What follows belongs to an exercise in optimizing a design on an open flow for small area, a short achievable clock period and few clock cycles per item; a production flow would make more cautious choices. No functional check of the RTL was part of this run.

[flow/design.v]
module iir_sos_sequencer #(
  parameter int w    = 32,
  parameter int FW   = 16,
  parameter int NSEC = 3
) (
  input  logic         clk,
  input  logic         rst,
  input  logic         en,
  input  logic         in_valid,
  output logic         in_ready,
  input  logic [w-1:0] in,
  output logic         out_valid,
  input  logic         out_ready,
  output logic [w-1:0] out,
  input  logic         cfg_we,
  input  logic [7:0]   cfg_addr,
  input  logic [w-1:0] cfg_data,
  input  logic         clr_state,
  output logic         cfg_err,
  output logic         sat_flag
);
  localparam int PW = w + 2;
  function automatic logic signed [PW-1:0] mulq(input logic signed [w-1:0] c,
                                                input logic signed [w-1:0] v);
    logic signed [2*w-1:0] pr;
    pr = c * v;
    mulq = pr[FW+PW-1:FW];
  endfunction
  function automatic logic ovf(input logic [PW-1:0] v);
    ovf = !((&v[PW-1:w-1]) | ~(|v[PW-1:w-1]));
  endfunction
  function automatic logic signed [w-1:0] clampw(input logic [PW-1:0] v);
    if (!ovf(v))       clampw = v[w-1:0];
    else if (v[PW-1])  clampw = {1'b1, {(w-1){1'b0}}};
    else               clampw = {1'b0, {(w-1){1'b1}}};
  endfunction
  logic signed [w-1:0] cn0 [NSEC];
  logic signed [w-1:0] cn1 [NSEC];
  logic signed [w-1:0] cn2 [NSEC];
  logic signed [w-1:0] cd1 [NSEC];
  logic signed [w-1:0] cd2 [NSEC];
  logic signed [w-1:0] s0  [NSEC];
  logic signed [w-1:0] s1  [NSEC];
  logic                 adv, accept;
  logic                 vx;
  logic signed [w-1:0]  xr;
  logic                 vp [NSEC];         
  logic signed [PW-1:0] p0 [NSEC];
  logic signed [PW-1:0] p1 [NSEC];
  logic signed [PW-1:0] p2 [NSEC];
  logic signed [w-1:0]  y   [NSEC];
  logic signed [PW-1:0] y_w [NSEC];
  logic signed [PW-1:0] s0_w [NSEC];
  logic signed [PW-1:0] s1_w [NSEC];
  logic                 hit [NSEC];
  assign adv      = en & (~out_valid | out_ready);
  assign in_ready = adv & ~rst;
  assign accept   = in_valid & in_ready;
  always_comb begin
    for (int i = 0; i < NSEC; i++) begin
      y_w[i]  = p0[i] + PW'(s0[i]);
      y[i]    = clampw(y_w[i]);
      s0_w[i] = p1[i] - mulq(cd1[i], y[i]) + PW'(s1[i]);
      s1_w[i] = p2[i] - mulq(cd2[i], y[i]);
      hit[i]  = vp[i] & (ovf(y_w[i]) | ovf(s0_w[i]) | ovf(s1_w[i]));
    end
  end
  always_ff @(posedge clk or posedge rst) begin
    if (rst) begin
      vx        <= 1'b0;
      out_valid <= 1'b0;
      for (int i = 0; i < NSEC; i++) vp[i] <= 1'b0;
    end else if (adv) begin
      vx        <= accept;
      vp[0]     <= vx;
      for (int i = 1; i < NSEC; i++) vp[i] <= vp[i-1];
      out_valid <= vp[NSEC-1];
    end else if (out_ready) begin
      out_valid <= 1'b0;
    end
  end
  always_ff @(posedge clk) begin
    if (adv) begin
      xr    <= in;
      p0[0] <= mulq(cn0[0], xr);
      p1[0] <= mulq(cn1[0], xr);
      p2[0] <= mulq(cn2[0], xr);
      for (int i = 1; i < NSEC; i++) begin
        p0[i] <= mulq(cn0[i], y[i-1]);
        p1[i] <= mulq(cn1[i], y[i-1]);
        p2[i] <= mulq(cn2[i], y[i-1]);
      end
      out <= y[NSEC-1];
    end
  end
  always_ff @(posedge clk or posedge rst) begin
    if (rst) cfg_err <= 1'b0;
    else     cfg_err <= cfg_we & (cfg_addr >= 8'(5 * NSEC));
  end
  always_ff @(posedge clk or posedge rst) begin
    if (rst)            sat_flag <= 1'b0;
    else if (clr_state) sat_flag <= 1'b0;
    else if (adv & (hit[0] | hit[1] | hit[2])) sat_flag <= 1'b1;
  end
  always_ff @(posedge clk or posedge rst) begin
    if (rst) begin
      for (int unsigned i = 0; i < NSEC; i++) begin
        cn0[i] <= w'(1) <<< FW;
        cn1[i] <= '0;
        cn2[i] <= '0;
        cd1[i] <= '0;
        cd2[i] <= '0;
      end
    end else if (cfg_we) begin
      for (int unsigned i = 0; i < NSEC; i++) begin
        if (cfg_addr == 8'(5 * i))     cn0[i] <= cfg_data;
        if (cfg_addr == 8'(5 * i + 1)) cn1[i] <= cfg_data;
        if (cfg_addr == 8'(5 * i + 2)) cn2[i] <= cfg_data;
        if (cfg_addr == 8'(5 * i + 3)) cd1[i] <= cfg_data;
        if (cfg_addr == 8'(5 * i + 4)) cd2[i] <= cfg_data;
      end
    end
  end
  always_ff @(posedge clk or posedge rst) begin
    if (rst) begin
      for (int unsigned i = 0; i < NSEC; i++) begin
        s0[i] <= '0;
        s1[i] <= '0;
      end
    end else if (clr_state) begin
      for (int unsigned i = 0; i < NSEC; i++) begin
        s0[i] <= '0;
        s1[i] <= '0;
      end
    end else begin
      for (int unsigned i = 0; i < NSEC; i++) begin
        if (adv & vp[i]) begin
          s0[i] <= clampw(s0_w[i]);
          s1[i] <= clampw(s1_w[i]);
        end
      end
    end
  end
endmodule
[flow/run.sh]
#!/bin/bash
# synth_recipe.tcl (not shown) runs the flow's synth.tcl, then flattens the netlist and writes it again
# the make line also repeats each setting of config.mk as NAME=value (left out here)
make -C /OpenROAD-flow-scripts/flow DESIGN_CONFIG=/design/flow/config.mk WORK_HOME=/design/flow/orfs CLKGATE_MAP_FILE= SYNTH_SCRIPT=/design/flow/synth_recipe.tcl finish
[flow/config.mk]
export PLATFORM = sky130hd
export DESIGN_NAME = iir_sos_sequencer
export DESIGN_NICKNAME = iir_sos_sequencer
export VERILOG_FILES = /design/flow/design.v
export SDC_FILE = /design/flow/constraint.sdc
export NUM_CORES = 4
export LEC_CHECK = 0
export CAP_MARGIN = 20
export CORE_MARGIN = 2
export CORE_UTILIZATION = 40
export SLEW_MARGIN = 20
[flow/constraint.sdc]
create_clock -name core_clock -period 26.0 [get_ports {clk}]
set_input_delay 5.2000 -clock core_clock [delete_from_list [all_inputs] [get_ports {clk}]]
set_output_delay 5.2000 -clock core_clock [all_outputs]
set_load 0.01 [all_outputs]
==> results_tabular.tex <==
\begin{tabular}{lr}
\hline
Metric & Value \\
\hline
\multicolumn{2}{l}{\textbf{Drt}} \\
Drt total wl & 1523 mm \\
Antenna-violating nets left & 0 \\
Routed met3 length & 127.4 mm \\
Total met2 wirelength after detailed routing & 722.1 mm \\
Detailed-route via count & 353300 \\
Average vias per placed instance & 5.102 \\
Drt first pass iters & 7 \\
Highest routed layer & met5 \\
Count of unresolved DRC violations after routing & 0 \\
DRC violation total after the first TritonRoute iteration & 24530 \\
Met1 wire length & 600.2 mm \\
Wirelength per Cell & 22.00 um \\
\multicolumn{2}{l}{\textbf{Placement}} \\
Quantity of I/O buffers inserted on ports & 114 \\
Final GP Congestion & 0.9207 \\
Post-Place Cells & 68680 \\
Placed Area & 515500 um2 \\
Post-detailed-placement half-perimeter wirelength & 1179 mm \\
\multicolumn{2}{l}{\textbf{Global route}} \\
Wire length of the first global-routing pass & 2386 mm \\
Global-route usage over all layers & 25.00\% \\
Vias in the first global route & 383900 \\
GR Overflow Total & 0 \\
Largest net degree at the start of global routing & 121 \\
Initial antenna violation count & 126 \\
\multicolumn{2}{l}{\textbf{Timing}} \\
Slew of the pin with the lowest slew margin & 1.284 ns \\
Final setup fails & 0 \\
Max Slew Vio Count & 0 \\
Hold slack final & 0.4826 ns \\
Hold violation count in the final report & 0 \\
Minimum period implied by the final worst setup slack & 18.33 ns \\
Relative max-transition margin & 13.76\% \\
Worst-case clock skew & 0.1516 ns \\
Total negative slack & 0 ns \\
Part of the cycle the worst path needs & 70.50\% \\
FMAX & 0.05455 GHz \\
Setup repair after global routing missed its margin & no \\
\multicolumn{2}{l}{\textbf{Setup path}} \\
Slowest cell on the critical path & a21oi\_4 \\
Slowest Stage Delay on Critical Path & 0.95 ns \\
Worst Reg-to-Reg Cells & 62 \\
Required time at the worst-slack endpoint & 26.93 ns \\
Worst Path Class, Setup & flop to flop \\
Type of element capturing the critical path & flop \\
Data arrival time of the critical path & 19.26 ns \\
Largest fanout on the critical path & 54 \\
Kind of launch point of the worst setup path & flop \\
\multicolumn{2}{l}{\textbf{Logic synthesis}} \\
Synth top area share & 53.49\% \\
Mean Syn Cell Area & 9.154 um2 \\
Most repeated cell in the gate-level netlist after synthesis & inv\_1 \\
Number of warnings reported in the yosys synthesis log & 17 \\
Biggest area contributors in the synthesized netlist & fa\_1 (53\%), inv\_1 (11\%), nand2\_1 (7.5\%), ha\_1 (7.0\%), and2\_1 (5.2\%) \\
Top cell types by occurrence after synthesis & inv\_1 (14400), fa\_1 (13280), nand2\_1 (9979) \\
Total nets after synthesis & 70410 \\
Cell variety after synth & 111 \\
Count of flip-flops with a built-in enable after synthesis & 370 \\
Post-synthesis cell area & 496900 um2 \\
Cell type with the highest aggregate area in the netlist & fa\_1 \\
Fraction of synthesis flops using an asynchronous set or reset pin & 64.73\% \\
Leading register cell type out of synthesis & dfrtp\_1 \\
Share of the yosys chip area belonging to registers & 5.657\% \\
Total of flip-flops plus latches after synthesis & 1049 \\
Gate count of the mapped netlist & 54280 \\
\multicolumn{2}{l}{\textbf{Final layout}} \\
Seq. cell area & 28200 um2 \\
Syn-to-layout area delta & 5.087\% \\
Area used by multi-input combinational logic & 404700 um2 \\
Post-layout nets & 68560 \\
Fraction of layout instances using a drive strength above 1 & 3.826\% \\
Post-route non-filler standard cell count & 69250 \\
Post-route standard cell area excluding fillers & 522200 um2 \\
\# fillers & 122500 \\
Share of the core filled with cells in the final layout & 42.13\% \\
\multicolumn{2}{l}{\textbf{Clock tree}} \\
Number of buffers between clock root and the deepest sink & 5 \\
H-Tree Level Count & 4 \\
Hold\_buf cts & 0 \\
Cells resized by post-CTS repair & 0 \\
Buffer count from post-CTS setup fixing & 0 \\
Clock latency on the worst-skew pair & 1.12 ns \\
Buffer type at the clock tree root & clkbuf\_16 \\
Number of sinks handled by clock tree synthesis & 1049 \\
Cts bufs inserted & 177 \\
Worst-path clk slew & 0.06 ns \\
Clock tree from TritonCTS & yes \\
\multicolumn{2}{l}{\textbf{Die}} \\
Height of the die & 1.119 mm \\
Ports placed on the boundary & 115 \\
Std cell rows & 409 \\
Total Die Area & 1251000 um2 \\
CORE AREA & 1239000 um2 \\
Width of the die & 1.119 mm \\
Effective utilization at floorplan & 40.09\% \\
\multicolumn{2}{l}{\textbf{Run}} \\
Max cap viols & 0 \\
\multicolumn{2}{l}{\textbf{Worst hold path}} \\
Class of the tightest hold or removal check & flop to flop \\
Instance count along the most critical hold path & 2 \\
\multicolumn{2}{l}{\textbf{Outcome}} \\
Run status & complete, no violations \\
\hline
\end{tabular}
-- kinds of logic (layout without fill, tap and decap cells) --
family / after synthesis / count (layout) / synth area share (%)
simple gates: 15990 / 15990 / 14.70
other cells: 0 / 244 / 0
flops: 1049 / 1049 / 5.657
buf+inv: 17420 / 15700 / 13.18
fa+ha+maj: 16050 / 16050 / 60.47
xor+xnor: 1200 / 1200 / 2.178
mux: 483 / 483 / 1.095
compound gates: 2088 / 2088 / 2.715
-- through the flow --
stage / setup slack (ns)
after floorplan: 1.752
after global placement: 7.602
after detailed placement: 7.952
after CTS: 7.900
after global routing: 6.692
final: 7.670
-- worst max-delay path, delay by kind of cell, from the launching register on --
family          cells  cell delay [ns]
xor+xnor            3             0.69
fa+ha+maj          11             4.54
mux                 1             0.64
buf+inv            14             3.21
simple gates        8             1.13
flops               1             0.43
compound gates     25             7.27
-- path summary, 6_finish.rpt --
| kind | from | to | slack [ns] |
|---|---|---|---|
| min in group asynchronous | rst | vx$_DFFE_PP0P_ | 4.52 |
| worst max-delay path | p0[0][1]$_DFFE_PP_ | sat_flag$_DFFE_PP0P_ | 7.67 |
| worst min register to register | vx$_DFFE_PP0P_ | vx$_DFFE_PP0P_ | 0.48 |
| worst min-delay path | vx$_DFFE_PP0P_ | vx$_DFFE_PP0P_ | 0.48 |
| worst max register to register | p0[0][1]$_DFFE_PP_ | sat_flag$_DFFE_PP0P_ | 7.67 |
| max in group asynchronous | rst | cn0[2][25]$_DFFE_PP0P_ | 17.61 |
-- layout by cell type, fill, tap and decap left out, drive strengths merged, types with 161 or more instances in the layout --
| cell | instances |
|---|---|
| clkbuf | 217 |
| nor3 | 180 |
| buf | 906 |
| xnor2 | 857 |
| ha | 2775 |
| dfrtp | 676 |
| nor2b | 161 |
| o21ai | 468 |
| fa | 13280 |
| inv | 14420 |
| nor2 | 723 |
| a21o | 270 |
| nand2b | 257 |
| and2 | 4147 |
| diode | 244 |
| edfxtp | 370 |
| mux2 | 478 |
| a21oi | 604 |
| o21a | 170 |
| xor2 | 322 |
| nand2 | 9979 |
-- layer usage --
metal,vias to the layer above,global-route usage (%)
met4,40,10.76
met2,13630,41.12
met1,187000,32.19
met3,2725,5.074
li1,149900,-
met5,-,0
-- flip-flops by register name (all words and copies together), names as in the netlist --
signal	flops
p2	102
cn2	96
s0	96
out	32
cfg_err	1
cd2	96
cd1	96
p1	102
sat_flag	1
cn1	96
vp	3
vx	1
xr	32
cn0	96
out_valid	1
p0	102
s1	96
-- final cells by class --
type                    count  area share [%]
multi-input cells       35810           77.50
diodes                    244          0.1169
repair buffers            988           1.547
inverters               14400           10.35
well taps               16440           3.939
clock buffers             217          0.9257
clock inverters            99          0.2154
flip-flops and latches   1049           5.402

port drivers added, routing unchanged:
The flow's constraints put no driver on any port. The routed layout listed below was extracted and timed again, unchanged, in two steps.
Step 1 assumes that a clkbuf_16 drives the clock port and a buf_2 every other input.
Step 2 moves the port delays by t, midway between the first and last clock arrival at a register: inputs arrive t later, outputs are due t later. That takes back most of the time a late clock gives input paths.
Slacks: no drivers / after step 1 / after step 2; pairs: no drivers / after step 1.
shift t [ns]: 1.194
slack for setup (ns): 7.670 / 7.670 / 7.670
hold slack, ns: 0.483 / 0.483 / 0.483
worst slew at a driven data input, ns: 0.19
After both steps setup and hold are still met in this run. The setup slack of this run moves by 0.000 ns with the drivers and by 0.000 ns with both steps.
